This design comes from an exercise in tuning for small area on the open sky130 flow, not from production work. In this exercise RTL edits were held to simulation tests only and were not proved equivalent to the original. No activity file was given, so power comes from the tool's default toggle rates.

==> design/flow/flow/run.sh <==
#!/bin/bash
set -euo pipefail
export BUFFER_PORTS_ARGS="-buffer_cell sky130_fd_sc_hd__buf_1"
export CTS_ARGS="-sink_clustering_enable -repair_clock_nets -dont_use_dummy_load -sink_clustering_size 16 -sink_clustering_max_diameter 50 -buf_list sky130_fd_sc_hd__clkbuf_8"
bash standard.sh finish > flow.log 2>&1
==> design/flow/standard.sh <==
#!/bin/bash
# synth_recipe.tcl (not shown) runs the flow's synth.tcl, then flattens the netlist and writes it again
# the make line also repeats each setting of config.mk as NAME=value (left out here)
make -C /OpenROAD-flow-scripts/flow DESIGN_CONFIG=/design/flow/config.mk WORK_HOME=/design/flow/orfs CLKGATE_MAP_FILE= SYNTH_SCRIPT=/design/flow/synth_recipe.tcl "${@:-finish}"
==> design/flow/config.mk <==
export PLATFORM = sky130hd
export DESIGN_NAME = conn_manager_top
export DESIGN_NICKNAME = conn_manager_top
export VERILOG_FILES = /design/flow/design.v
export SDC_FILE = /design/flow/constraint.sdc
export NUM_CORES = 4
export LEC_CHECK = 0
export CAP_MARGIN = 20
export CORE_MARGIN = 2
export CORE_UTILIZATION = 75
export SLEW_MARGIN = 20
==> design/flow/constraint.sdc <==
create_clock -name core_clock -period 5.0 [get_ports {clk}]
set_input_delay 1.0000 -clock core_clock [delete_from_list [all_inputs] [get_ports {clk}]]
set_output_delay 1.0000 -clock core_clock [all_outputs]
set_load 0.01 [all_outputs]
==> design/flow/design.v <==
package conn_mgr_pkg;
    typedef enum logic {
        CONN_CLOSED = 1'b0,
        CONN_OPEN   = 1'b1
    } conn_status_e;
    typedef enum logic {
        OP_CLOSE = 1'b0,
        OP_OPEN  = 1'b1
    } cm_op_e;
    typedef enum logic [1:0] {
        ERR_OK           = 2'd0,
        ERR_ID_WRONG     = 2'd1,
        ERR_ALREADY_OPEN = 2'd2,
        ERR_IS_CLOSED    = 2'd3
    } cm_err_e;
endpackage
`timescale 1ns/1ps
module conn_manager_top (
    input  logic                          clk,
    input  logic                          reset,
    input  logic                          initialize,
    output logic                          initialized,
    input  logic                          cmd_valid,
    output logic                          cmd_ready,
    input  logic                          cmd_open,
    input  logic [32-1:0]  cmd_conn_id,
    input  logic [32-1:0]       cmd_dest_ip,
    input  logic [16-1:0]     cmd_dest_port,
    output logic                          status_valid,
    input  logic                          status_ready,
    output logic [32-1:0]  status_conn_id,
    output conn_mgr_pkg::cm_err_e         status_err,
    input  logic                          rpc_in_valid,
    input  logic [32-1:0]  rpc_in_conn_id,
    input  logic [64-1:0]  rpc_in_payload,
    output logic                          rpc_out_valid,
    output logic [32-1:0]  rpc_out_conn_id,
    output logic [64-1:0]  rpc_out_payload,
    output logic [32-1:0]       rpc_out_dest_ip,
    output logic [16-1:0]     rpc_out_dest_port,
    output logic                          error
);
    localparam int AW = 4;
    localparam int NE = 2**AW;
    localparam int DW = 32 + 16;
    localparam int NR = NE / 2;
    logic           sweeping;
    logic [AW-1:0]  sweep_addr;
    always_ff @(posedge clk) begin
        if (reset) begin
            sweeping    <= 1'b0;
            sweep_addr  <= '0;
            initialized <= 1'b0;
        end else if (sweeping) begin
            sweep_addr <= sweep_addr + 1'b1;
            if (&sweep_addr) begin
                sweeping    <= 1'b0;
                initialized <= 1'b1;
            end
        end else if (initialize) begin
            sweeping    <= 1'b1;
            initialized <= 1'b0;
        end
    end
    typedef enum logic [1:0] {ST_IDLE, ST_CHECK, ST_REPORT} exec_state_e;
    logic                          op_valid, op_valid_nx;
    logic                          d_open;
    logic                          d_in_range;
    logic                          d_st;
    logic [32-1:0]  d_id;
    logic [DW-1:0]                 d_dest;
    logic [AW-1:0]                 d_addr;
    logic                          cmd_accept;
    logic                          cmd_in_range;
    logic                          cmd_st;
    exec_state_e                   state, state_nx;
    logic [32-1:0]  e_id;
    logic [1:0]                    e_err;
    logic                          capture;
    logic [1:0]                    cap_err;
    logic                          st_we;
    logic                          res_valid;
    logic                          res_ready;
    logic [NE-1:0]                 st, st_nx;
    assign cmd_ready  = initialized && !op_valid;
    assign cmd_accept = cmd_valid && cmd_ready;
    always_comb begin
        if (reset) begin
            op_valid_nx = 1'b0;
        end else if (cmd_accept) begin
            op_valid_nx = 1'b1;
        end else if (state == ST_IDLE) begin
            op_valid_nx = 1'b0;
        end else begin
            op_valid_nx = op_valid;
        end
    end
    always_comb begin
        state_nx = state;
        if (reset) begin
            state_nx = ST_IDLE;
        end else begin
            case (state)
                ST_IDLE: begin
                    if (op_valid) begin
                        state_nx = d_in_range ? ST_CHECK : ST_REPORT;
                    end
                end
                ST_CHECK: state_nx = ST_REPORT;
                default: begin
                    if (res_ready) begin
                        state_nx = ST_IDLE;
                    end
                end
            endcase
        end
    end
    always_ff @(posedge clk) begin
        op_valid <= op_valid_nx;
        state    <= state_nx;
    end
    assign st_we = (state == ST_CHECK) && (e_err == 2'd0);
    always_comb begin
        for (int i = 0; i < NE; i++) begin
            if (sweeping) begin
                st_nx[i] = 1'b0;
            end else if (st_we && (e_id[AW-1:0] == AW'(i))) begin
                st_nx[i] = !st[i];
            end else begin
                st_nx[i] = st[i];
            end
        end
    end
    always_ff @(posedge clk) begin
        st <= st_nx;
    end
    assign cmd_in_range = ~|cmd_conn_id[32-1:AW];
    assign cmd_st       = st_nx[cmd_conn_id[AW-1:0]];
    always_ff @(posedge clk) begin
        if (cmd_accept) begin
            d_open     <= cmd_open;
            d_in_range <= cmd_in_range;
            d_st       <= cmd_st;
            d_id       <= cmd_conn_id;
            d_dest     <= {cmd_dest_ip, cmd_dest_port};
        end
    end
    assign d_addr  = d_id[AW-1:0];
    assign capture = op_valid && (state == ST_IDLE);
    assign cap_err = !d_in_range     ? 2'd1 :
                     (d_st == d_open) ? {1'b1, !d_open} : 2'd0;
    always_ff @(posedge clk) begin
        if (capture) begin
            e_id  <= d_id;
            e_err <= cap_err;
        end
    end
    assign res_valid = (state == ST_REPORT);
    assign res_ready = !status_valid;
    always_ff @(posedge clk) begin
        if (reset) begin
            status_valid <= 1'b0;
        end else if (res_valid && res_ready) begin
            status_valid <= 1'b1;
        end else if (status_ready) begin
            status_valid <= 1'b0;
        end
    end
    always_ff @(posedge clk) begin
        if (res_valid && res_ready) begin
            status_conn_id <= e_id;
            status_err     <= conn_mgr_pkg::cm_err_e'(e_err);
        end
    end
    logic               ph, ph_nx;
    logic               lo_nx;
    logic [AW-1:0]      addr_nx;
    logic               wr_slot_nx;
    logic [NR-1:0]      ring_we;
    logic [NR-1:0]      ring_hold;
    logic [DW-1:0]      slot0 [0:NR-1];
    logic [DW-1:0]      slot1 [0:NR-1];
    assign ph_nx = reset ? 1'b0 : !ph;
    always_ff @(posedge clk) begin
        ph <= ph_nx;
    end
    assign lo_nx   = cmd_accept ? (cmd_open && cmd_in_range && !cmd_st) :
                                  (d_open && d_in_range && !d_st);
    assign addr_nx = cmd_accept ? cmd_conn_id[AW-1:0] : d_addr;
    assign wr_slot_nx = ((op_valid_nx && (state_nx == ST_IDLE)) || (state_nx == ST_CHECK)) &&
                        lo_nx && (addr_nx[0] != ph_nx);
    always_ff @(posedge clk) begin
        for (int r = 0; r < NR; r++) begin
            ring_we[r]   <= wr_slot_nx && (addr_nx[AW-1:1] == (AW-1)'(r));
            ring_hold[r] <= !(wr_slot_nx && (addr_nx[AW-1:1] == (AW-1)'(r)));
        end
    end
    for (genvar r = 0; r < NR; r++) begin : g_ring
        always_ff @(posedge clk) begin
            slot1[r] <= slot0[r];
            slot0[r] <= ({DW{ring_we[r]}} & d_dest) | ({DW{ring_hold[r]}} & slot1[r]);
        end
    end
    logic                   in_range;
    logic                   in_open;
    logic                   s1_ok;
    logic                   s1_closed;
    logic [AW-1:0]          s1_addr;
    logic [AW-1:0]          s2_addr;
    logic [64-1:0] s1_payload;
    logic [DW-1:0]          rd_dest;
    assign in_range = ~|rpc_in_conn_id[32-1:AW];
    assign in_open  = st[rpc_in_conn_id[AW-1:0]];
    always_ff @(posedge clk) begin
        if (reset) begin
            s1_ok         <= 1'b0;
            s1_closed     <= 1'b0;
            rpc_out_valid <= 1'b0;
            error         <= 1'b0;
        end else begin
            s1_ok         <= rpc_in_valid && in_range && in_open;
            s1_closed     <= rpc_in_valid && in_range && !in_open;
            rpc_out_valid <= s1_ok;
            if ((rpc_in_valid && !in_range) || s1_closed) begin
                error <= 1'b1;
            end
        end
    end
    logic [NE-1:0]          rd_sel;
    always_ff @(posedge clk) begin
        s1_addr         <= rpc_in_conn_id[AW-1:0];
        s1_payload      <= rpc_in_payload;
        s2_addr         <= s1_addr;
        rpc_out_payload <= s1_payload;
        for (int p = 0; p < NE; p++) begin
            rd_sel[p] <= ({s1_addr[AW-1:1], s1_addr[0] ^ !ph} == AW'(p));
        end
    end
    always_comb begin
        rd_dest = '0;
        for (int r = 0; r < NR; r++) begin
            rd_dest = rd_dest | ({DW{rd_sel[2*r]}} & slot0[r]) | ({DW{rd_sel[2*r+1]}} & slot1[r]);
        end
    end
    assign rpc_out_conn_id   = {{(32-AW){1'b0}}, s2_addr};
    assign rpc_out_dest_ip   = rd_dest[DW-1:16];
    assign rpc_out_dest_port = rd_dest[16-1:0];
endmodule
==> out/qor.txt, run 1 <==
Least-Margin Pin Slew: 1084 ps
Arrival @ worst endpoint: 2820 ps
Final HPWL DP: 46.80 mm
# resized after CTS: 0
Seq/Total Area, Yosys: 0.7108
worst hold slack: 313.2 ps
row cnt: 77
met1 usage: 0.4968
kind of start point of the critical path: flip-flop
IO buf count: 337
final worst path period need: 3818 ps
Longest Clk Path Bufs: 3
Syn Std Cell Area: 33,610 sq um
DRT Wirelength: 91.92 mm
CTS Sinks: 1,118
post-synthesis register bit count: 1,118
Starting Density: 0.7601
top cell type's share of synthesized area: 0.5759
global routing usage on met3: 0.1074
Setup Skew: 50.17 ps
first-pass GRT wire length: 136.4 mm
Final TNS setup: 0 ps
cell with the most instances after synthesis: dfxtp_1
hold depth: 0
Iter 0 DRT Violations: 3,302
number of synthesized flops with an enable pin: 151
Hold Crit Class: flip-flop to flip-flop
top post-synthesis cells by area: dfxtp_1, a22o_1, edfxtp_1
Final Max Slew Viols: 0
die width: 215.7 um
vias per cell: 7.168
cts bufs inserted: 80
die extent in y: 215.7 um
Syn Inst Count: 2,441
leakage power: 13.02 nW
Layout Utilization: 0.8130
Die Area: 46,530 sq um
vias in the first global route: 23,400
Residual DRC: 0
Post-CTS Setup Inserts: 0
endpoints failing hold: 0
worst reg2reg path depth: 7
fin area: 35,950 sq um
ratio of final minimum period to clock period: 0.7637
YS warnings: 3
Max FO, Critical Path: 31
I/O pin total: 366
DP Area: 34,850 sq um
async set-or-reset flop fraction in the synthesized netlist: 0
library cells used by synthesis: 52
Via Count: 23,210
Max-slew headroom: 0.2774
max_cap viols: 0
grt met2 use: 0.6154
Top FF cell, synth: dfxtp_1
max frequency: 261.9 MHz
later-pin clock latency in the skew report: 700 ps
RSZ-0062 raised after global routing: no
H-tree depth: 3
Critical Path End Type: output port
WS Path Type: flip-flop to output port
largest net degree at the start of global routing: 70
Core Region: 44,220 sq um
top cells by count, synth: dfxtp_1, a22o_1, a221oi_1
worst path required time: 4000 ps
Post-CTS Hold Buffers: 0
CTS tree: built
Avg Inst Size Synth: 13.77 sq um
status: complete, no violations
Area Growth Syn to Fin: 6.961%
Final ANT Viol Nets: 0
Antenna Cells: 0
GRT Util Overall: 0.3847
clock-pin slew on the worst setup and hold paths: 90 ps
Detailed Routing Iterations Pass 1: 5
routability cong.: 0.8495
initial antenna violation count: 1
Final nets: 2,833
clk root buf: clkbuf_8
worst ir drop on vdd: 305.3 uV
Synth area leader: dfxtp_1
grt ovf: 0
power per cell area: 375.0 nW/um^2
setup slack after layout: 1182 ps
busiest grt layer: met2
share of layout cells above drive strength 1: 0.05480
final setup violating endpoints: 0
wire per inst: 28.39 um
dpl ws: 1693 ps
critical path, stage by stage, from the launching register on:
cell and delay, ps:
dfxtp_2 1030, buf_4 470, a22o_1 180, a221oi_1 40, nand4_1 230, buf_1 180
kinds of logic (layout without fill, tap and decap cells):
family / Yosys count / in the layout / share of synthesized area
AOI/OAI and AO/OA: 841 / 841 / 0.2146
xor gates and xnor gates: 15 / 15 / 0.003908
adders and majority gates: 2 / 2 / 0.0007443
buffers and inverters: 258 / 436 / 0.03242
DFF: 1118 / 1118 / 0.7108
muxes: 8 / 8 / 0.004244
other: 1 / 28 / 0.0001116
and+or+nand+nor: 198 / 198 / 0.03320
metrics by stage:
| step | power [mW] | instances |
|---|---|---|
| detailed placement | 9.641 | 3158 |
| CTS | 13.48 | 3238 |
| finish | 13.48 | 3238 |
| floorplan | 9.511 | 2468 |
| global route | 13.80 | 3238 |
| global placement | 9.630 | 3158 |
power breakdown:
| part | switching, mW | total (mW) | internal [mW] |
|---|---|---|---|
| logic | 0.102 | 0.169 | 0.0666 |
| registers | 0.139 | 9.28 | 9.14 |
| clock network | 2.60 | 4.04 | 1.44 |
per-layer routing:
layer | vias up | routed length (um)
li1 | 9731 | -
met1 | 11320 | 33740
met2 | 1812 | 42570
met3 | 342 | 11590
met4 | 2 | 4005
met5 | - | 12
cell usage in the layout, fill, tap and decap left out, drive strengths merged, types with 2 or more instances in the layout:
cell type  Yosys  final
a211oi         3      3
a21o           3      3
a21oi         20     20
a221oi       194    194
a22o         576    576
a31oi          2      2
and2           2      2
and3           2      2
buf           77    347
clkbuf       172     80
conb           1     28
dfxtp        967    967
edfxtp       151    151
ha             2      2
inv            9      9
mux2i          3      3
mux4           5      5
nand2         23     23
nand2b        12     12
nand3          7      7
nand3b         3      3
nand4         53     53
nor2          28     28
nor2b          4      4
nor3          22     22
nor4          26     26
o21ai         19     19
o21ba          6      6
o31a           7      7
o31ai          5      5
or2            5      5
or3            4      4
or4            5      5
xnor2         11     11
xor2           4      4
area by class of cell:
cell class                      count  area, sq um
Clock buffer                       80         1101
Fill cell                        2478         8268
Inverter                            9        36.28
Multi-Input combinational cell   1092         8737
Sequential cell                  1118        24000
Tap cell                          592        740.7
Timing Repair Buffer              347         1340
worst paths after layout:
| path | startpoint | endpoint | slack, ps |
|---|---|---|---|
| worst min-delay path | s1_payload[5] | rpc_out_payload[5] | 310 |
| worst max register to register | e_err[1] | ring_hold[4] | 1590 |
| worst min register to register | s1_payload[5] | rpc_out_payload[5] | 310 |
| worst max-delay path | rd_sel[6] | rpc_out_dest_ip[7] | 1180 |
flip-flops by register name, indices dropped and copies added (netlist names), 2 cells and up:
name and count:
slot1 384, status_conn_id 32, s2_addr 4, s1_addr 4, st 16, slot0 384
e_err 2, d_id 32, s1_payload 64, e_id 32, state 2, ring_we 8
status_err 2, ring_hold 8, rpc_out_payload 64, sweep_addr 4, d_dest 48, rd_sel 16
==> inputs of run 2 (changes only) <==
--- a/design/flow/config.mk
+++ b/design/flow/config.mk
@@ -9,3 +9,3 @@
 export CORE_MARGIN = 2
-export CORE_UTILIZATION = 75
+export CORE_UTILIZATION = 85
 export SLEW_MARGIN = 20
==> out/qor.txt, run 2 <==
Final HPWL DP: 55.11 mm (+18%)
most frequent cells in the layout: dfxtp_1, a22o_1, buf_1
Longest Clk Path Bufs: 3 (unchanged)
final setup violating endpoints: 0 (unchanged)
DP Area: 34,860 sq um (about the same)
CTS Sinks: 1,118 (unchanged)
Final Max Slew Viols: 0 (unchanged)
library cells used by synthesis: 52 (unchanged)
die extent in y: 202.9 um (-6.0%)
switching part of the total: 0.2199 (+0.009462)
Area Growth Syn to Fin: 6.965% (about the same)
post-synthesis register bit count: 1,118 (unchanged)
RSZ-0062 raised after global routing: no
I/O pin total: 366 (unchanged)
Clk pwr share: 0.304 (+0.005)
Post-CTS Setup Inserts: 0 (unchanged)
H-tree depth: 3 (unchanged)
Seq/Total Area, Yosys: 0.7108 (unchanged)
YS warnings: 3 (unchanged)
share of layout cells above drive strength 1: 0.06119 (+0.006386)
leakage power: 13.11 nW (+0.65%)
clock-pin slew on the worst setup and hold paths: 110 ps (+20 ps)
Critical path origin: rd_sel[0]
wire per inst: 35.18 um (+24%)
Syn Std Cell Area: 33,610 sq um (unchanged)
Final nets: 2,851 (+0.64%)
max_cap viols: 0 (unchanged)
Largest regs: slot0 (384), slot1 (384)
Synth area leader: dfxtp_1
first-pass GRT wire length: 165.1 mm (+21%)
cts bufs inserted: 79 (-1.3%)
Residual DRC: 0 (unchanged)
Final TNS setup: 0 ps (unchanged)
cell with the most instances after synthesis: dfxtp_1
largest net degree at the start of global routing: 56 (-20%)
Critical Path End Type: output port
Post-CTS Hold Buffers: 0 (unchanged)
Int Pwr: 10.64 mW (about the same)
Max FO, Critical Path: 26 (-16%)
routability cong.: 0.8977 (+5.7%)
Die Area: 41,150 sq um (-12%)
Reg2Reg Setup Slack: 1190 ps (-400 ps)
endpoints failing hold: 0 (unchanged)
Iter 0 DRT Violations: 4,931 (+49%)
status: complete, no violations
max frequency: 252.3 MHz (-3.7%)
Arrival @ worst endpoint: 2960 ps (+140 ps)
WS Path Type: flip-flop to output port
initial antenna violation count: 2 (+1)
CTS tree: built
die width: 202.9 um (-6.0%)
worst reg2reg path depth: 7 (unchanged)
most common cell after layout, fill and taps aside: dfxtp_1
DRT Wirelength: 112.0 mm (+22%)
worst path required time: 4000 ps (about the same)
Syn Inst Count: 2,441 (unchanged)
top cell type's share of synthesized area: 0.5759 (unchanged)
FF-to-FF End: ring_we[1]
Least-Margin Pin Slew: 1188 ps (+104.6 ps)
vias in the first global route: 27,500 (+17%)
row cnt: 72 (-6.5%)
critical path, cell by cell: buf_4 -> a22o_1 -> a221oi_1 -> nand4_1 -> buf_1
grt ovf: 0 (unchanged)
clk root buf: clkbuf_8
top post-synthesis cells by area: dfxtp_1, a22o_1, edfxtp_1
power per cell area: 379.4 nW/um^2 (+1.2%)
worst-path cell with the longest stage delay: dfxtp_2
Logic pwr share: 0.017 (+0.004)
hold_sp: s1_payload[3]
IO buf count: 337 (unchanged)
Avg Inst Size Synth: 13.77 sq um (unchanged)
Setup Skew: 34.56 ps (-15.61 ps)
Final ANT Viol Nets: 0 (unchanged)
later-pin clock latency in the skew report: 700 ps (about the same)
kind of start point of the critical path: flip-flop
Max-slew headroom: 0.2066 (-0.07080)
fin area: 35,950 sq um (about the same)
FF-to-FF Start: e_err[0]
worst ir drop on vdd: 446.9 uV (+46%)
ratio of final minimum period to clock period: 0.7926 (+0.02897)
sw power: 3.001 mW (+5.7%)
GRT Util Overall: 0.5376 (+0.1529)
Core Region: 38,830 sq um (-12%)
async set-or-reset flop fraction in the synthesized netlist: 0 (unchanged)
Starting Density: 0.8657 (+0.1056)
critical path's largest stage delay: 900 ps (-130 ps)
sequential share of power: 0.679 (-0.009)
number of synthesized flops with an enable pin: 151 (unchanged)
vias per cell: 8.238 (+15%)
Via Count: 26,220 (+13%)
Detailed Routing Iterations Pass 1: 10 (+5)
Hold Crit Class: flip-flop to flip-flop
Worst setup endpoint: rpc_out_dest_ip[1]
Top FF cell, synth: dfxtp_1
# resized after CTS: 0 (unchanged)
top cells by count, synth: dfxtp_1, a22o_1, a221oi_1
final worst path period need: 3963 ps (+144.8 ps)
run 2: worst max-delay path: cells and delay by family (launching register included):
| family | cells | cell delay, ps |
|---|---|---|
| AOI/OAI and AO/OA | 2 | 280 |
| DFF | 1 | 900 |
| and+or+nand+nor | 1 | 300 |
| buffers and inverters | 2 | 760 |
run 2: cell families after synthesis:
kind of cell / count (synthesis) / share of synthesized area
DFF: 1118 / 0.7108
AOI/OAI and AO/OA: 841 / 0.2146
buffers and inverters: 258 / 0.03242
and+or+nand+nor: 198 / 0.03320
xor gates and xnor gates: 15 / 0.003908
muxes: 8 / 0.004244
adders and majority gates: 2 / 0.0007443
other: 1 / 0.0001116
run 2: through the flow:
stage / cells / utilization / hold WS, ps / total power, mW / setup slack (ps)
finish: 3183 / 0.9260 / 328.6 / 13.64 / 1037
global route: 3182 / 0.9259 / 331.1 / 13.86 / 1082
CTS: 3182 / 0.9259 / 326.4 / 13.53 / 1206
detailed placement: 3103 / 0.8979 / 312.1 / 9.659 / 1659
global placement: 3103 / 0.8979 / 309.5 / 9.641 / 1823
floorplan: 2468 / - / 309.6 / 9.511 / 1208
run 2: how the worst min path moves through the flow:
stage / to / cells past startpoint
detailed placement: rpc_out_payload[29] / 0
CTS: rpc_out_payload[32] / 0
floorplan: rpc_out_payload[0] / 0
global route: rpc_out_payload[8] / 0
finish: rpc_out_payload[3] / 0
global placement: rpc_out_payload[57] / 0
run 2: final cells by class:
type                            count  area, sq um
Sequential cell                  1118        23960
Multi-Input combinational cell   1092         8737
Fill cell                        1203         2873
Timing Repair Buffer              366         1483
Clock buffer                       79         1087
Tap cell                          518        648.1
Inverter                            9        36.28
Antenna cell                        1        2.502
run 2: power by group through the flow:
stage | clock, mW | sequential, mW | combinational, mW
finish | 4.15 | 9.27 | 0.229
global route | 4.36 | 9.26 | 0.232
detailed placement | 0 | 9.46 | 0.202
floorplan | 0 | 9.39 | 0.119
CTS | 4.06 | 9.25 | 0.216
global placement | 0 | 9.45 | 0.190
run 2: routing by layer:
layer / GRT usage / up-vias / share of wire
met5: 0 / - / 0.000080
met4: 0.4098 / 2 / 0.093
met3: 0.1693 / 1036 / 0.16
met2: 0.8273 / 3244 / 0.44
met1: 0.6353 / 12170 / 0.31
li1: - / 9766 / -
==> inputs of run 3 (changes only) <==
--- a/design/flow/config.mk
+++ b/design/flow/config.mk
@@ -9,3 +9,4 @@
 export CORE_MARGIN = 2
-export CORE_UTILIZATION = 85
+export CORE_UTILIZATION = 75
+export PLACE_DENSITY_LB_ADDON = 0.0
 export SLEW_MARGIN = 20
==> out/qor.txt, run 3 <==
routability cong.: 0.8733 (-2.7%)
busiest grt layer: met2
simple-gate portion of the synthesized area: 0.03320 (unchanged)
top post-synthesis cells by area: dfxtp_1, a22o_1, edfxtp_1
Syn Inst Count: 2,441 (unchanged)
grt met2 use: 0.5982 (-0.2291)
vias in the first global route: 23,380 (-15%)
wire per inst: 28.18 um (-20%)
Residual DRC: 0 (unchanged)
number of synthesized flops with an enable pin: 151 (unchanged)
Post-CTS Hold Buffers: 0 (unchanged)
global routing usage on met3: 0.09683 (-0.07251)
final worst path period need: 3794 ps (-169.4 ps)
kind of start point of the critical path: flip-flop
hold_sp: s1_payload[5]
# resized after CTS: 0 (unchanged)
Top FF cell, synth: dfxtp_1
GRT Util Overall: 0.3794 (-0.1582)
Synth Area in Compound Gates: 0.2146 (unchanged)
I/O pin total: 366 (unchanged)
max frequency: 263.6 MHz (+4.5%)
hold depth: 0 (unchanged)
mux cell area share after synthesis: 0.004243 (unchanged)
grt ovf: 0 (unchanged)
Synth area leader: dfxtp_1
die extent in y: 215.7 um (+6.3%)
cts bufs inserted: 81 (+2.5%)
YS warnings: 3 (unchanged)
top cell type's share of synthesized area: 0.5759 (unchanged)
adder-cell area share of the yosys netlist: 0.0007445 (unchanged)
Core Region: 44,220 sq um (+14%)
Reg2Reg Setup Slack: 1610 ps (+420 ps)
CTS Sinks: 1,118 (unchanged)
IO buf count: 337 (unchanged)
FF-to-FF Start: e_err[1]
Area Growth Syn to Fin: 6.935% (about the same)
DRT Wirelength: 91.17 mm (-19%)
Min-Delay Endpoint: rpc_out_payload[5]
top cells by count, synth: dfxtp_1, a22o_1, a221oi_1
async set-or-reset flop fraction in the synthesized netlist: 0 (unchanged)
Least-Margin Pin Slew: 1018 ps (-170.8 ps)
Max-slew headroom: 0.3216 (+0.1150)
Longest Clk Path Bufs: 3 (unchanged)
Syn Std Cell Area: 33,610 sq um (unchanged)
WS Path Type: flip-flop to output port
first-pass GRT wire length: 135.5 mm (-18%)
Setup Skew: 54.55 ps (+19.99 ps)
Avg Inst Size Synth: 13.77 sq um (unchanged)
cell with the most instances after synthesis: dfxtp_1
Hold Crit Class: flip-flop to flip-flop
library cells used by synthesis: 52 (unchanged)
ratio of final minimum period to clock period: 0.7588 (-0.03387)
final setup violating endpoints: 0 (unchanged)
Starting Density: 0.7601 (-0.1056)
largest net degree at the start of global routing: 57 (+1.8%)
CTS tree: built
main combinational cell family by area after synthesis: compound AO/OA/AOI/OAI gates
Pwr Total: 13.50 mW (-1.0%)
Die Area: 46,530 sq um (+13%)
RSZ-0062 raised after global routing: no
clk root buf: clkbuf_8
row cnt: 77 (+6.9%)
FF-to-FF End: ring_we[3]
Final TNS setup: 0 ps (unchanged)
H-tree depth: 3 (unchanged)
Final HPWL DP: 45.97 mm (-17%)
share of layout cells above drive strength 1: 0.05373 (-0.007459)
FF/Latch Area: 24,010 sq um (+0.19%)
endpoints failing hold: 0 (unchanged)
Largest regs: slot0 (384), slot1 (384)
initial antenna violation count: 2 (unchanged)
worst ir drop on vdd: 320.7 uV (-28%)
vias per cell: 7.163 (-13%)
Fill cells: 2,466 (+100%)
most frequent cells in the layout: dfxtp_1, a22o_1, buf_1
Via Count: 23,170 (-12%)
status: complete, no violations
Iter 0 DRT Violations: 2,946 (-40%)
power per cell area: 375.6 nW/um^2 (-1.0%)
later-pin clock latency in the skew report: 710 ps (about the same)
Final Max Slew Viols: 0 (unchanged)
max_cap viols: 0 (unchanged)
Arrival @ worst endpoint: 2790 ps (-170 ps)
worst path required time: 4000 ps (about the same)
post-synthesis register bit count: 1,118 (unchanged)
area of the multi-input gates: 8737 sq um (unchanged)
Final ANT Viol Nets: 0 (unchanged)
die width: 215.7 um (+6.3%)
Max FO, Critical Path: 29 (+12%)
clock-pin slew on the worst setup and hold paths: 100 ps (about the same)
Final nets: 2,830 (-0.74%)
leakage power: 13.01 nW (-0.74%)
worst reg2reg path depth: 7 (unchanged)
post-synthesis xor/xnor area fraction: 0.003908 (unchanged)
most common cell after layout, fill and taps aside: dfxtp_1
Detailed Routing Iterations Pass 1: 7 (-3)
met1 usage: 0.4985 (-0.1367)
Post-CTS Setup Inserts: 0 (unchanged)
Critical Path End Type: output port
Antenna Cells: 0 (-1)
Seq/Total Area, Yosys: 0.7108 (unchanged)
## run 3: cell counts after synthesis
Identical to the previous run, type by type.
## run 3: power by group
| group | internal [mW] | leakage [nW] | switching, mW |
|---|---|---|---|
| Clock | 1.46 | 0.582 | 2.60 |
| Sequential | 9.14 | 9.22 | 0.144 |
| Combinational | 0.0652 | 3.21 | 0.0977 |
## run 3: worst max-delay path, cell delays in order (launching register included)
cell and delay [ps]:
dfxtp_2 770, buf_4 610, a22o_1 210, a221oi_1 50
nand4_1 220, buf_1 210
## run 3: logic make-up (layout without fill, tap and decap cells)
group | after synthesis | after routing
other | 1 | 28
flip-flops | 1118 | 1118
buffers and inverters | 258 | 433
AND/OR/NAND/NOR | 198 | 198
AO/OA/AOI/OAI | 841 | 841
multiplexers | 8 | 8
adder cells (fa/ha/maj) | 2 | 2
XOR/XNOR | 15 | 15
## run 3: final cells by class
cell class                      instances  share of cell area
Sequential cell                      1118              0.6678
Multi-Input combinational cell       1092              0.2431
Timing Repair Buffer                  343             0.03645
Clock buffer                           81             0.03102
Tap cell                              592             0.02061
Inverter                                9            0.001009
## run 3: per-layer routing
metal | share of wire | up-vias
li1 | - | 9712
met5 | 0.00035 | -
met2 | 0.46 | 1739
met1 | 0.37 | 11360
met4 | 0.045 | 4
met3 | 0.12 | 356
## run 3: through the flow
| stage | std cells | util | setup WS (ps) | area, sq um | hold WS, ps |
|---|---|---|---|---|---|
| after global routing | 3235 | 0.8128 | 1179 | 35940 | 330.2 |
| after detailed placement | 3154 | 0.7876 | 1710 | 34830 | 312.1 |
| final | 3235 | 0.8128 | 1206 | 35940 | 308.5 |
| after global placement | 3154 | 0.7876 | 1828 | 34830 | 309.6 |
| after CTS | 3235 | 0.8128 | 1272 | 35940 | 314.2 |
| after floorplan | 2468 | - | 1208 | 33710 | 309.6 |
## run 3: how the worst max path moves through the flow
stage / start / to / slack (ps) / cells after the start
global route: rd_sel[10] / rpc_out_dest_ip[1] / 1180 / 5
floorplan: cmd_valid / ring_hold[2] / 1210 / 6
finish: rd_sel[10] / rpc_out_dest_port[0] / 1210 / 5
CTS: rd_sel[10] / rpc_out_dest_ip[1] / 1270 / 5
detailed placement: e_err[1] / ring_hold[4] / 1710 / 7
global placement: e_err[1] / ring_hold[4] / 1830 / 7
==> inputs of run 4 (changes only) <==
==> design/flow/flow/run.sh (replaced) <==
#!/bin/bash
set -euo pipefail
export BUFFER_PORTS_ARGS="-buffer_cell sky130_fd_sc_hd__buf_1"
export CTS_ARGS="-sink_clustering_enable -repair_clock_nets -dont_use_dummy_load -sink_clustering_size 30 -sink_clustering_max_diameter 60"
bash standard.sh finish > flow.log 2>&1
--- a/design/flow/config.mk
+++ b/design/flow/config.mk
@@ -7,6 +7,5 @@
 export LEC_CHECK = 0
-export CAP_MARGIN = 20
+export CAP_MARGIN = 0
 export CORE_MARGIN = 2
-export CORE_UTILIZATION = 75
-export PLACE_DENSITY_LB_ADDON = 0.0
-export SLEW_MARGIN = 20
+export CORE_UTILIZATION = 65
+export SLEW_MARGIN = 0
==> out/qor.txt, run 4 <==
status: complete, no violations
worst reg2reg path depth: 7 (unchanged)
Critical Path End Type: output port
cts bufs inserted: 51 (-37%)
placed cell count: 3,246 (+2.9%)
Syn Inst Count: 2,441 (unchanged)
H-tree depth: 2 (-1)
# resized after CTS: 0 (unchanged)
die width: 231.4 um (+7.3%)
RSZ-0062 raised after global routing: no
Post-CTS Hold Buffers: 0 (unchanged)
endpoints failing hold: 0 (unchanged)
first-pass GRT wire length: 136.3 mm (+0.57%)
Syn Std Cell Area: 33,610 sq um (unchanged)
Final nets: 2,804 (-0.92%)
worst hold slack: 307.9 ps (-0.6030 ps)
share of layout cells above drive strength 1: 0.04433 (-0.009401)
I/O pin total: 366 (unchanged)
Clk pwr share: 0.320 (+0.019)
Seq/Total Area, Yosys: 0.7108 (unchanged)
async set-or-reset flop fraction in the synthesized netlist: 0 (unchanged)
CTS Sinks: 1,118 (unchanged)
worst path required time: 4000 ps (about the same)
Largest regs: slot0 (384), slot1 (384)
final setup violating endpoints: 0 (unchanged)
YS warnings: 3 (unchanged)
initial antenna violation count: 1 (-1)
Final HPWL DP: 45.97 mm (about the same)
Top FF cell, synth: dfxtp_1
Avg Inst Size Synth: 13.77 sq um (unchanged)
worst-path cell with the longest stage delay: dfxtp_2
ratio of final minimum period to clock period: 0.7472 (-0.01157)
max frequency: 267.7 MHz (+1.5%)
die extent in y: 231.4 um (+7.3%)
Antenna Cells: 0 (unchanged)
dpl ws: 1706 ps (-4.510 ps)
Detailed Routing Iterations Pass 1: 5 (-2)
Worst setup endpoint: rpc_out_dest_port[0]
Final Max Slew Viols: 0 (unchanged)
routability cong.: 0.8556 (-2.0%)
Logic pwr share: 0.012 (about the same)
Pwr Total: 13.88 mW (+2.8%)
switching part of the total: 0.2056 (-0.004902)
wire per inst: 27.91 um (-0.97%)
Iter 0 DRT Violations: 2,425 (-18%)
Final TNS setup: 0 ps (unchanged)
Starting Density: 0.6565 (-0.1036)
Post-CTS Setup Inserts: 0 (unchanged)
Hold Crit Class: flip-flop to flip-flop
critical path, cell by cell: buf_4 -> a22o_1 -> a221oi_1 -> nand4_1 -> buf_1
FF-to-FF Start: e_err[0]
fin area: 36,250 sq um (+0.84%)
Reg2Reg Setup Slack: 1670 ps (+60 ps)
later-pin clock latency in the skew report: 650 ps (-60 ps)
Fill cells: 3,563 (+44%)
kind of start point of the critical path: flip-flop
Area Growth Syn to Fin: 7.832%
library cells used by synthesis: 52 (unchanged)
vias per cell: 6.874 (-4.0%)
Final ANT Viol Nets: 0 (unchanged)
final worst path period need: 3736 ps (-57.87 ps)
Max-slew headroom: 0.2476 (-0.07403)
CTS tree: built
cell with the most instances after synthesis: dfxtp_1
Via Count: 22,660 (-2.2%)
power per cell area: 383.0 nW/um^2 (+2.0%)
sw power: 2.855 mW (+0.45%)
setup slack after layout: 1264 ps (+57.87 ps)
Int Pwr: 11.03 mW (+3.5%)
Layout Utilization: 0.7080 (-0.1049)
clock-pin slew on the worst setup and hold paths: 110 ps (about the same)
Critical path origin: rd_sel[2]
most frequent cells in the layout: dfxtp_1, a22o_1, buf_1
Max FO, Critical Path: 30 (+3.4%)
top cells by count, synth: dfxtp_1, a22o_1, a221oi_1
sequential share of power: 0.668 (-0.019)
grt ovf: 0 (unchanged)
clk root buf: clkbuf_16
leakage power: 13.08 nW (+0.52%)
row cnt: 83 (+7.8%)
count of non-filler cells in the finished layout: 3,297 (+1.9%)
DRT Wirelength: 92.02 mm (+0.93%)
DP Area: 34,970 sq um (+0.40%)
FF-to-FF End: ring_hold[0]
GRT Util Overall: 0.3355 (-0.04390)
top post-synthesis cells by area: dfxtp_1, a22o_1, edfxtp_1
vias in the first global route: 22,450 (-4.0%)
largest net degree at the start of global routing: 68 (+19%)
Longest Clk Path Bufs: 3 (unchanged)
WS Path Type: flip-flop to output port
post-synthesis register bit count: 1,118 (unchanged)
Synth area leader: dfxtp_1
Die Area: 53,550 sq um (+15%)
top cell type's share of synthesized area: 0.5759 (unchanged)
Setup Skew: 57.48 ps (+2.933 ps)
Arrival @ worst endpoint: 2740 ps (-50 ps)
Least-Margin Pin Slew: 1129 ps (+111.1 ps)
Core Region: 51,200 sq um (+16%)
number of synthesized flops with an enable pin: 151 (unchanged)
critical path's largest stage delay: 1080 ps (+310 ps)
Residual DRC: 0 (unchanged)
most common cell after layout, fill and taps aside: dfxtp_1
IO buf count: 337 (unchanged)
max_cap viols: 0 (unchanged)
worst ir drop on vdd: 399.5 uV (+25%)
==> run 4: final cells by class <==
type                            instances  area [sq um]  area share
Sequential cell                      1118         24010      0.6623
Multi-Input combinational cell       1092          8737      0.2411
Timing Repair Buffer                  347          1340     0.03697
Clock buffer                           51          1276     0.03521
Tap cell                              680         850.8     0.02347
Inverter                                9         36.28    0.001001
==> run 4: logic make-up (layout without fill, tap and decap cells) <==
logic type,Yosys count,after routing,share of synthesized area
AO/OA/AOI/OAI,841,841,0.2146
XOR/XNOR,15,15,0.003908
adder cells (fa/ha/maj),2,2,0.0007443
buffers and inverters,258,407,0.03242
flip-flops,1118,1118,0.7108
multiplexers,8,8,0.004244
other,1,28,0.0001116
AND/OR/NAND/NOR,198,198,0.03320
==> run 4: worst min-delay path by stage <==
| stage | depth (start not counted) | from | slack, ps | endpoint |
|---|---|---|---|---|
| after global placement | 0 | s1_payload[45] | 310 | rpc_out_payload[45] |
| after floorplan | 0 | s1_payload[0] | 310 | rpc_out_payload[0] |
| after global routing | 0 | slot0[7][17] | 310 | slot1[7][17] |
| after CTS | 0 | s1_payload[56] | 310 | rpc_out_payload[56] |
| after detailed placement | 0 | s1_payload[47] | 310 | rpc_out_payload[47] |
| final | 0 | slot0[7][17] | 310 | slot1[7][17] |
==> run 4: per-layer routing <==
layer	GRT usage	part of all wire	up-vias
met5	0	0.000087	-
met4	0.1240	0.033	2
met3	0.07222	0.11	241
met2	0.5185	0.45	1519
met1	0.4680	0.40	11200
li1	-	-	9699
==> run 4: critical path: cells and delay by family (launching register included) <==
kind	cells	cell delay, ps
buf+inv	2	660
flops	1	1080
compound gates	2	220
simple gates	1	140
==> run 4: power by group through the flow <==
stage	clock [mW]	combinational, mW	sequential (mW)
after floorplan	0	0.119	9.39
after detailed placement	0	0.172	9.47
after global routing	4.80	0.188	9.28
final	4.44	0.173	9.27
after CTS	4.47	0.173	9.27
after global placement	0	0.167	9.47
==> inputs of run 5 (changes only) <==
==> design/flow/flow/run.sh (replaced) <==
#!/bin/bash
set -euo pipefail
export BUFFER_PORTS_ARGS="-buffer_cell sky130_fd_sc_hd__buf_1"
export CTS_ARGS="-sink_clustering_enable -repair_clock_nets -dont_use_dummy_load -sink_clustering_size 19 -sink_clustering_max_diameter 60 -buf_list sky130_fd_sc_hd__clkbuf_8"
bash standard.sh finish > flow.log 2>&1
--- a/design/flow/config.mk
+++ b/design/flow/config.mk
@@ -7,5 +7,5 @@
 export LEC_CHECK = 0
-export CAP_MARGIN = 0
+export CAP_MARGIN = 20
 export CORE_MARGIN = 2
-export CORE_UTILIZATION = 65
-export SLEW_MARGIN = 0
+export CORE_UTILIZATION = 75
+export SLEW_MARGIN = 20
==> out/qor.txt, run 5 <==
status: complete, no violations
post-synthesis register bit count: 1,118 (unchanged)
WS Path Type: flip-flop to output port
I/O pin total: 366 (unchanged)
vias per cell: 7.150 (+4.0%)
share of layout cells above drive strength 1: 0.05049 (+0.006168)
count of non-filler cells in the finished layout: 3,226 (-2.2%)
switching part of the total: 0.2097 (+0.004023)
most common cell after layout, fill and taps aside: dfxtp_1
H-tree depth: 3 (+1)
placed cell count: 3,158 (-2.7%)
Max Used Layer: met5
Largest regs: slot0 (384), slot1 (384)
Crit path depth: 5 (unchanged)
Synth area leader: dfxtp_1
Crit path buffers/inverters: 2 (unchanged)
Final TNS setup: 0 ps (unchanged)
row cnt: 77 (-7.2%)
Residual DRC: 0 (unchanged)
Die Area: 46,530 sq um (-13%)
vias in the first global route: 23,140 (+3.0%)
met2 WL: 42.09 mm (+0.70%)
Clk pwr share: 0.285 (-0.035)
critical path's largest stage delay: 1010 ps (-70 ps)
cts bufs inserted: 68 (+33%)
top cell type's share of synthesized area: 0.5759 (unchanged)
Top FF cell, synth: dfxtp_1
Antenna Cells: 0 (unchanged)
Post-CTS Setup Inserts: 0 (unchanged)
RSZ-0062 raised after global routing: no
Int Pwr: 10.44 mW (-5.3%)
wire per inst: 28.19 um (+1.0%)
initial antenna violation count: 1 (unchanged)
sequential share of power: 0.702 (+0.034)
library cells used by synthesis: 52 (unchanged)
Core Region: 44,220 sq um (-14%)
Synth Area in Compound Gates: 0.2146 (unchanged)
Final HPWL DP: 46.80 mm (+1.8%)
Crit path max-delay family: flip-flops
first-pass GRT wire length: 135.1 mm (-0.89%)
final setup violating endpoints: 0 (unchanged)
area of the multi-input gates: 8737 sq um (unchanged)
Max-slew headroom: 0.2915 (+0.04396)
DRT Wirelength: 90.95 mm (-1.2%)
Detailed Routing Iterations Pass 1: 6 (+1)
Final nets: 2,821 (+0.61%)
grt ovf: 0 (unchanged)
cell with the most instances after synthesis: dfxtp_1
max frequency: 261.9 MHz (-2.2%)
IO buf count: 337 (unchanged)
leakage power: 12.94 nW (-1.1%)
Longest Clk Path Bufs: 3 (unchanged)
Via Count: 23,070 (+1.8%)
Syn Std Cell Area: 33,610 sq um (unchanged)
main combinational cell family by area after synthesis: compound AO/OA/AOI/OAI gates
Fill cells: 2,520 (-29%)
Metal-1 WL: 33.61 mm (-8.7%)
Post-CTS Hold Buffers: 0 (unchanged)
clk root buf: clkbuf_8
FF/Latch Area: 24,000 sq um (about the same)
Max FO, Critical Path: 31 (+3.3%)
die extent in y: 215.7 um (-6.8%)
CTS tree: built
Syn Inst Count: 2,441 (unchanged)
GRT Util Overall: 0.3809 (+0.04541)
worst-path cell with the longest stage delay: dfxtp_2
routability cong.: 0.8495 (-0.71%)
Final Max Slew Viols: 0 (unchanged)
power per cell area: 369.2 nW/um^2 (-3.6%)
Area Growth Syn to Fin: 6.469%
worst reg2reg path depth: 7 (unchanged)
number of synthesized flops with an enable pin: 151 (unchanged)
most frequent cells in the layout: dfxtp_1, a22o_1, buf_1
CTS Sinks: 1,118 (unchanged)
Arrival @ worst endpoint: 2820 ps (+80 ps)
simple-gate portion of the synthesized area: 0.03320 (unchanged)
Least-Margin Pin Slew: 1063 ps (-65.94 ps)
largest net degree at the start of global routing: 70 (+2.9%)
# resized after CTS: 0 (unchanged)
Final ANT Viol Nets: 0 (unchanged)
routed wl met3: 11.43 mm (+11%)
die width: 215.7 um (-6.8%)
Critical Path End Type: output port
final worst path period need: 3818 ps (+82.23 ps)
kind of start point of the critical path: flip-flop
endpoints failing hold: 0 (unchanged)
Iter 0 DRT Violations: 3,041 (+25%)
worst path required time: 4000 ps (about the same)
worst ir drop on vdd: 311.0 uV (-22%)
YS warnings: 3 (unchanged)
Hold Crit Class: flip-flop to flip-flop
clock-pin slew on the worst setup and hold paths: 100 ps (about the same)
later-pin clock latency in the skew report: 690 ps (+40 ps)
mux cell area share after synthesis: 0.004243 (unchanged)
Seq/Total Area, Yosys: 0.7108 (unchanged)
Avg Inst Size Synth: 13.77 sq um (unchanged)
async set-or-reset flop fraction in the synthesized netlist: 0 (unchanged)
top cells by count, synth: dfxtp_1, a22o_1, a221oi_1
hold depth: 0 (unchanged)
adder-cell area share of the yosys netlist: 0.0007445 (unchanged)
Starting Density: 0.7601 (+0.1036)
critical path, cell by cell: buf_4 -> a22o_1 -> a221oi_1 -> nand4_1 -> buf_1
post-synthesis xor/xnor area fraction: 0.003908 (unchanged)
top post-synthesis cells by area: dfxtp_1, a22o_1, edfxtp_1
max_cap viols: 0 (unchanged)
ratio of final minimum period to clock period: 0.7636 (+0.01645)
Logic pwr share: 0.013 (about the same)
sw power: 2.770 mW (-3.0%)
Setup Skew: 36.43 ps (-21.06 ps)
[run 5: cell counts after synthesis]
No cell type changed its count.
[run 5: path summary, 6_finish.rpt]
path,start,endpoint,slack (ps)
setup / recovery,rd_sel[6],rpc_out_dest_ip[7],1180
setup reg to reg,e_err[1],ring_hold[4],1610
hold / removal,s1_payload[32],rpc_out_payload[32],310
hold reg to reg,s1_payload[32],rpc_out_payload[32],310
[run 5: stage by stage]
stage	power, mW	hold slack [ps]	utilization	setup slack, ps	cell area, sq um
finish	13.21	314.4	0.8093	1182	35790
global route	13.54	321.4	0.8093	1185	35790
CTS	13.21	320.9	0.8093	1238	35790
detailed placement	9.641	312.1	0.7881	1693	34850
global placement	9.630	309.6	0.7881	1844	34850
floorplan	9.511	309.6	-	1208	33710
[run 5: cells by family after synthesis]
logic type                 after synthesis
and+or+nand+nor                        198
buffers and inverters                  258
xor gates and xnor gates                15
other                                    1
adders and majority gates                2
muxes                                    8
DFF                                   1118
AOI/OAI and AO/OA                      841
[run 5: power by group through the flow]
stage / Combinational (mW) / Clock, mW / Sequential (mW)
2_1_floorplan: 0.119 / 0 / 9.39
3_3_place_gp: 0.159 / 0 / 9.47
3_5_place_dp: 0.166 / 0 / 9.48
4_1_cts: 0.167 / 3.77 / 9.27
5_1_grt: 0.183 / 4.07 / 9.28
6_report: 0.168 / 3.77 / 9.28
[run 5: routing by layer]
layer  global-route usage  up-vias
met5                    0        -
met4               0.1589        2
met3               0.1061      336
met2               0.6072     1814
met1               0.4944    11210
li1                     -     9702
[run 5: final cells by class]
cell class                 instances  area share
timing repair buffer             347     0.03744
tap                              592     0.02070
sequential                      1118      0.6706
clock buffer                      68     0.02615
inverter                           9    0.001014
multi-input combinational       1092      0.2441
[run 5: worst reg2reg max path, cell delays in order (launching register included)]
cell and delay (ps):
edfxtp_1 400, or4b_1 960, o31a_1 470, nor3_1 210, a2111oi_0 150, or4_4 560
nor4_2 400, o21ai_0 120
==> inputs of run 6 (changes only) <==
--- a/design/flow/config.mk
+++ b/design/flow/config.mk
@@ -9,3 +9,3 @@
 export CORE_MARGIN = 2
-export CORE_UTILIZATION = 75
+export CORE_UTILIZATION = 80
 export SLEW_MARGIN = 20
==> out/qor.txt, run 6 <==
count of non-filler cells in the finished layout: 3,176 (-1.5%)
worst reg2reg path depth: 7 (unchanged)
FF-to-FF Start: e_err[0]
largest net degree at the start of global routing: 55 (-21%)
Iter 0 DRT Violations: 3,144 (+3.4%)
vias per cell: 7.355 (+2.9%)
post-synthesis xor/xnor area fraction: 0.003908 (unchanged)
Area Growth Syn to Fin: 6.324%
final setup violating endpoints: 0 (unchanged)
critical path, cell by cell: buf_4 -> a22o_1 -> a221oi_1 -> nand4_1 -> buf_1
max frequency: 258.4 MHz (-1.3%)
Via Count: 23,360 (+1.3%)
I/O pin total: 366 (unchanged)
Starting Density: 0.8068 (+0.04663)
routability cong.: 0.8815 (+3.8%)
Residual DRC: 0 (unchanged)
clk root buf: clkbuf_8
CTS Sinks: 1,118 (unchanged)
Detailed Routing Iterations Pass 1: 6 (unchanged)
final worst path period need: 3870 ps (+51.98 ps)
worst path required time: 4000 ps (about the same)
Syn Inst Count: 2,441 (unchanged)
Final ANT Viol Nets: 0 (unchanged)
FF/Latch Area: 23,990 sq um (about the same)
Synth area leader: dfxtp_1
initial antenna violation count: 1 (unchanged)
Fill cells: 2,127 (-16%)
die extent in y: 209.0 um (-3.1%)
Top FF cell, synth: dfxtp_1
IO buf count: 337 (unchanged)
Syn Std Cell Area: 33,610 sq um (unchanged)
most common cell after layout, fill and taps aside: dfxtp_1
Largest regs: slot0 (384), slot1 (384)
grt ovf: 0 (unchanged)
FF-to-FF End: ring_hold[0]
Max FO, Critical Path: 28 (-9.7%)
power per cell area: 370.1 nW/um^2 (+0.24%)
Die Area: 43,670 sq um (-6.1%)
worst ir drop on vdd: 293.7 uV (-5.6%)
Final TNS setup: 0 ps (unchanged)
Antenna Cells: 0 (unchanged)
cell with the most instances after synthesis: dfxtp_1
adder-cell area share of the yosys netlist: 0.0007445 (unchanged)
hold_sp: slot0[2][16]
Final nets: 2,824 (+0.11%)
DRT Wirelength: 91.46 mm (+0.57%)
cts bufs inserted: 68 (unchanged)
top cell type's share of synthesized area: 0.5759 (unchanged)
# resized after CTS: 0 (unchanged)
YS warnings: 3 (unchanged)
top post-synthesis cells by area: dfxtp_1, a22o_1, edfxtp_1
Pwr Total: 13.23 mW (+0.10%)
ratio of final minimum period to clock period: 0.7740 (+0.01040)
Max-slew headroom: 0.3228 (+0.03129)
Final Max Slew Viols: 0 (unchanged)
first-pass GRT wire length: 136.3 mm (+0.93%)
Seq/Total Area, Yosys: 0.7108 (unchanged)
Critical Path End Type: output port
most frequent cells in the layout: dfxtp_1, a22o_1, buf_1
area of the multi-input gates: 8737 sq um (unchanged)
Post-CTS Setup Inserts: 0 (unchanged)
worst-path cell with the longest stage delay: dfxtp_2
placed cell count: 3,108 (-1.6%)
kind of start point of the critical path: flip-flop
Layout Utilization: 0.8578 (+0.04848)
setup slack after layout: 1130 ps (-51.98 ps)
status: complete, no violations
die width: 209.0 um (-3.1%)
leakage power: 12.95 nW (+0.10%)
top cells by count, synth: dfxtp_1, a22o_1, a221oi_1
Longest Clk Path Bufs: 3 (unchanged)
wire per inst: 28.80 um (+2.2%)
Synth Area in Compound Gates: 0.2146 (unchanged)
Final HPWL DP: 47.15 mm (+0.76%)
Min-Delay Endpoint: slot1[2][16]
max_cap viols: 0 (unchanged)
Avg Inst Size Synth: 13.77 sq um (unchanged)
CTS tree: built
Arrival @ worst endpoint: 2870 ps (+50 ps)
simple-gate portion of the synthesized area: 0.03320 (unchanged)
number of synthesized flops with an enable pin: 151 (unchanged)
row cnt: 75 (-2.6%)
critical path's largest stage delay: 830 ps (-180 ps)
Reg2Reg Setup Slack: 1700 ps (+90 ps)
H-tree depth: 3 (unchanged)
vias in the first global route: 23,570 (+1.9%)
later-pin clock latency in the skew report: 680 ps (about the same)
endpoints failing hold: 0 (unchanged)
Post-CTS Hold Buffers: 0 (unchanged)
main combinational cell family by area after synthesis: compound AO/OA/AOI/OAI gates
hold depth: 0 (unchanged)
Setup Skew: 36.86 ps (+0.4334 ps)
Least-Margin Pin Slew: 1016 ps (-46.94 ps)
clock-pin slew on the worst setup and hold paths: 110 ps (about the same)
Core Region: 41,670 sq um (-5.8%)
RSZ-0062 raised after global routing: no
Hold Crit Class: flip-flop to flip-flop
WS Path Type: flip-flop to output port
post-synthesis register bit count: 1,118 (unchanged)
GRT Util Overall: 0.4094 (+0.02851)
library cells used by synthesis: 52 (unchanged)
share of layout cells above drive strength 1: 0.05157 (+0.001080)
mux cell area share after synthesis: 0.004243 (unchanged)
dpl ws: 1695 ps (+1.870 ps)
async set-or-reset flop fraction in the synthesized netlist: 0 (unchanged)
[run 6: how the worst max path moves through the flow]
stage | start | end | slack, ps | depth (start not counted)
CTS | rd_sel[3] | rpc_out_dest_port[14] | 1220 | 5
global route | rd_sel[3] | rpc_out_dest_ip[0] | 1130 | 5
finish | rd_sel[3] | rpc_out_dest_port[14] | 1130 | 5
floorplan | cmd_valid | ring_hold[2] | 1210 | 6
global placement | e_err[1] | ring_hold[1] | 1830 | 7
detailed placement | e_err[0] | ring_hold[0] | 1700 | 7
[run 6: where the power goes]
group,switching (mW),internal [mW]
Sequential,0.137,9.14
Clock,2.54,1.24
Combinational,0.105,0.0666
Total,2.78,10.4
[run 6: area by class of cell]
type,count,share of cell area
clock buffer,68,0.02619
inverter,9,0.001015
multi-input combinational,1092,0.2445
sequential,1118,0.6713
tap,539,0.01887
timing repair buffer,350,0.03812
[run 6: worst max-delay path: cells and delay by family, from the launching register on]
kind	cells	cell delay, ps
simple gates	1	150
buf+inv	2	880
flops	1	830
compound gates	2	290
[run 6: cells by family after synthesis]
logic type / Yosys count
AO/OA/AOI/OAI: 841
XOR/XNOR: 15
adder cells (fa/ha/maj): 2
buffers and inverters: 258
flip-flops: 1118
multiplexers: 8
other: 1
AND/OR/NAND/NOR: 198
[run 6: through the flow]
| step | cell area, sq um | hold slack, ps |
|---|---|---|
| 2_1_floorplan | 33710 | 309.6 |
| 5_1_grt | 35740 | 313.6 |
| 4_1_cts | 35740 | 317.5 |
| 3_5_place_dp | 34800 | 312.1 |
| 6_report | 35740 | 318.9 |
| 3_3_place_gp | 34800 | 309.5 |
[run 6: per-layer routing]
layer	part of all wire	wire (um)	global-route usage
met1	0.36	33170	0.5314
met2	0.46	42400	0.6556
met3	0.13	11860	0.1093
met4	0.044	4018	0.1781
met5	0.00014	13	0
==> inputs of run 7 (changes only) <==
==> design/flow/flow/run.sh (replaced) <==
#!/bin/bash
set -euo pipefail
export BUFFER_PORTS_ARGS="-buffer_cell sky130_fd_sc_hd__buf_1"
export CTS_ARGS="-sink_clustering_enable -repair_clock_nets -dont_use_dummy_load -sink_clustering_size 16 -sink_clustering_max_diameter 50 -buf_list sky130_fd_sc_hd__clkbuf_8"
bash standard.sh floorplan > flow_floorplan.log 2>&1
RES=orfs/results/$FLOW_PLATFORM/conn_manager_top/base LIB=$FLOW_HOME/platforms/sky130hd/lib/sky130_fd_sc_hd__tt_025C_1v80.lib \
  openroad -no_init -exit flow/restructure.tcl > restructure.log 2>&1
bash standard.sh finish > flow.log 2>&1
==> design/flow/flow/restructure.tcl (new file) <==
# Area-driven re-mapping of the combinational logic of the floorplanned
# netlist (registers untouched), written back in place for placement.
set res $::env(RES)
read_liberty $::env(LIB)
read_db $res/2_floorplan.odb
read_sdc $res/2_floorplan.sdc
source $::env(FLOW_HOME)/platforms/sky130hd/setRC.tcl
report_design_area
file mkdir rmp_work
restructure -target area -liberty_file $::env(LIB) \
  -tielo_port sky130_fd_sc_hd__conb_1/LO -tiehi_port sky130_fd_sc_hd__conb_1/HI \
  -work_dir rmp_work -abc_logfile rmp_work/abc.log
report_design_area
write_db $res/2_floorplan.odb
--- a/design/flow/config.mk
+++ b/design/flow/config.mk
@@ -9,3 +9,3 @@
 export CORE_MARGIN = 2
-export CORE_UTILIZATION = 80
+export CORE_UTILIZATION = 75
 export SLEW_MARGIN = 20
==> out/qor.txt, run 7 <==
worst reg2reg path depth: 10 (+3)
final worst path period need: 4205 ps (+335.3 ps)
kind of start point of the critical path: flip-flop
Arrival @ worst endpoint: 3210 ps (+340 ps)
Syn Inst Count: 2,441 (unchanged)
RSZ-0062 raised after global routing: no
I/O pin total: 366 (unchanged)
critical path's largest stage delay: 1010 ps (+180 ps)
Post-CTS Setup Inserts: 0 (unchanged)
Die Area: 46,530 sq um (+6.5%)
most frequent cells in the layout: dfxtp_1, buf_1, o2bb2ai_1
Core Region: 44,220 sq um (+6.1%)
Setup Skew: 49.85 ps (+12.99 ps)
Synth area leader: dfxtp_1
clk root buf: clkbuf_8
worst ir drop on vdd: 501.8 uV (+71%)
most common cell after layout, fill and taps aside: dfxtp_1
Detailed Routing Iterations Pass 1: 6 (unchanged)
clock-pin slew on the worst setup and hold paths: 90 ps (-20 ps)
Max-slew headroom: 0.3177 (-0.005096)
Via Count: 23,950 (+2.5%)
Final TNS setup: 0 ps (unchanged)
WS Path Type: flip-flop to output port
power per cell area: 379.3 nW/um^2 (+2.5%)
Longest Clk Path Bufs: 3 (unchanged)
Post-CTS Hold Buffers: 0 (unchanged)
Hold Crit Class: flip-flop to flip-flop
Syn Std Cell Area: 33,610 sq um (unchanged)
max frequency: 237.8 MHz (-8.0%)
count of non-filler cells in the finished layout: 3,517 (+11%)
H-tree depth: 3 (unchanged)
top post-synthesis cells by area: dfxtp_1, a22o_1, edfxtp_1
Residual DRC: 0 (unchanged)
cell with the most instances after synthesis: dfxtp_1
number of synthesized flops with an enable pin: 151 (unchanged)
largest net degree at the start of global routing: 59 (+7.3%)
async set-or-reset flop fraction in the synthesized netlist: 0 (unchanged)
Seq/Total Area, Yosys: 0.7108 (unchanged)
share of layout cells above drive strength 1: 0.04549 (-0.006088)
die extent in y: 215.7 um (+3.2%)
hold_sp: s1_payload[9]
Iter 0 DRT Violations: 3,121 (-0.73%)
hold depth: 0 (unchanged)
Max FO, Critical Path: 24 (-14%)
IO buf count: 337 (unchanged)
FF-to-FF End: ring_hold[6]
vias in the first global route: 24,620 (+4.5%)
placed cell count: 3,435 (+11%)
cts bufs inserted: 81 (+19%)
Least-Margin Pin Slew: 1017 ps (+1.355 ps)
YS warnings: 3 (unchanged)
ratio of final minimum period to clock period: 0.8411 (+0.06706)
vias per cell: 6.811 (-7.4%)
max_cap viols: 0 (unchanged)
leakage power: 12.74 nW (-1.6%)
Min-Delay Endpoint: rpc_out_payload[9]
Critical Path End Type: output port
Reg2Reg Setup Slack: 1350 ps (-350 ps)
DRT Wirelength: 94.81 mm (+3.7%)
Starting Density: 0.7601 (-0.04663)
CTS Sinks: 1,118 (unchanged)
Final Max Slew Viols: 0 (unchanged)
status: complete, no violations
FF-to-FF Start: state[0]
Top FF cell, synth: dfxtp_1
first-pass GRT wire length: 141.5 mm (+3.8%)
row cnt: 77 (+2.7%)
initial antenna violation count: 1 (unchanged)
worst path required time: 4000 ps (about the same)
CTS tree: built
die width: 215.7 um (+3.2%)
final setup violating endpoints: 0 (unchanged)
# resized after CTS: 0 (unchanged)
endpoints failing hold: 0 (unchanged)
Final ANT Viol Nets: 0 (unchanged)
top cells by count, synth: dfxtp_1, a22o_1, a221oi_1
Final nets: 3,109 (+10%)
library cells used by synthesis: 52 (unchanged)
Area Growth Syn to Fin: 7.977%
Largest regs: slot0 (384), slot1 (384)
wire per inst: 26.96 um (-6.4%)
Final HPWL DP: 51.69 mm (+9.6%)
later-pin clock latency in the skew report: 710 ps (+30 ps)
GRT Util Overall: 0.3988 (-0.01065)
grt ovf: 0 (unchanged)
routability cong.: 0.8644 (-1.9%)
Avg Inst Size Synth: 13.77 sq um (unchanged)
critical path, cell by cell: clkinv_1 -> o22ai_1 -> a221oi_1 -> nand4_1 -> buf_1
top cell type's share of synthesized area: 0.5759 (unchanged)
worst-path cell with the longest stage delay: dfxtp_2
post-synthesis register bit count: 1,118 (unchanged)
==> run 7: critical path: cells and delay by family (launching register included) <==
family | cells | cell delay (ps)
buffers and inverters | 2 | 860
AND/OR/NAND/NOR | 1 | 210
AO/OA/AOI/OAI | 2 | 410
flip-flops | 1 | 1010
==> run 7: through the flow <==
step	hold WS, ps	setup slack (ps)	cell area, sq um	total power [mW]	utilization
after floorplan	309.6	1208	33710	9.511	-
after global placement	309.6	1403	35180	9.881	0.7955
after detailed placement	312.1	1348	35180	9.897	0.7955
after CTS	329.8	864.1	36290	13.73	0.8207
after global routing	333.3	817.8	36290	14.11	0.8208
final	327.6	794.6	36290	13.77	0.8208
==> run 7: cell families (layout without fill, tap and decap cells) <==
kind of cell | after synthesis | in the layout | share of synthesized area
AOI/OAI and AO/OA | 841 | 840 | 0.2146
and+or+nand+nor | 198 | 224 | 0.03320
other | 1 | 57 | 0.0001116
adders and majority gates | 2 | 0 | 0.0007443
muxes | 8 | 0 | 0.004244
DFF | 1118 | 1118 | 0.7108
xor gates and xnor gates | 15 | 4 | 0.003908
buffers and inverters | 258 | 682 | 0.03242
==> run 7: area by class of cell <==
| cell class | instances | area (sq um) |
|---|---|---|
| multi-input combinational | 1124 | 8130 |
| fill | 2526 | 7926 |
| sequential | 1118 | 23930 |
| timing repair buffer | 369 | 1505 |
| antenna | 1 | 2.502 |
| clock buffer | 81 | 1115 |
| inverter | 232 | 873.3 |
| tap | 592 | 740.7 |
==> run 7: worst max path at each step <==
stage / endpoint / cells after the start / startpoint / slack (ps)
floorplan: ring_hold[2] / 6 / cmd_valid / 1210
global placement: ring_hold[1] / 10 / cmd_conn_id[0] / 1400
detailed placement: ring_hold[1] / 10 / cmd_conn_id[0] / 1350
CTS: rpc_out_dest_ip[30] / 5 / rd_sel[11] / 860
global route: rpc_out_dest_ip[30] / 5 / rd_sel[11] / 820
finish: rpc_out_dest_ip[30] / 5 / rd_sel[11] / 790
==> run 7: where the power goes <==
part           switching (mW)  total (mW)  internal (mW)
combinational           0.256       0.400          0.144
sequential              0.114        9.31           9.20
clock                    2.60        4.06           1.46
total                    2.97        13.8           10.8
==> run 7: metal layers <==
metal	vias to the layer above	track usage	share of wire
li1	10230	-	-
met1	11620	0.5113	0.37
met2	1767	0.6324	0.46
met3	344	0.1087	0.12
met4	0	0.1917	0.049
met5	-	0	0

-- port drivers added, routing unchanged --
How much do the figures lean on ideal ports? The routed layouts below were timed once more, with nothing changed but the port constraints. Step 1 assumes that a clkbuf_16 drives the clock port and a buf_2 every other input. Step 2, shift: input delay + t, output delay - t, t = (earliest + latest rising clock arrival at the registers) / 2. This alone moves slack from input paths to output paths. Three values: ideal, step 1, step 2; two values: the first two.
run	t, ns	slack for setup (ns)	worst slew at a driven data input, ns
run 1	0.728	1.182 / 1.129 / 1.589	0.09
run 2	0.737	1.037 / 0.982 / 1.189	0.10
run 3	0.724	1.206 / 1.154 / 1.607	0.10
run 4	0.684	1.264 / 1.202 / 1.671	0.11
run 5	0.728	1.182 / 1.130 / 1.614	0.10
run 6	0.720	1.130 / 1.077 / 1.702	0.08
run 7	0.738	0.795 / 0.738 / 1.276	0.08
After both steps every run listed still meets setup and hold.
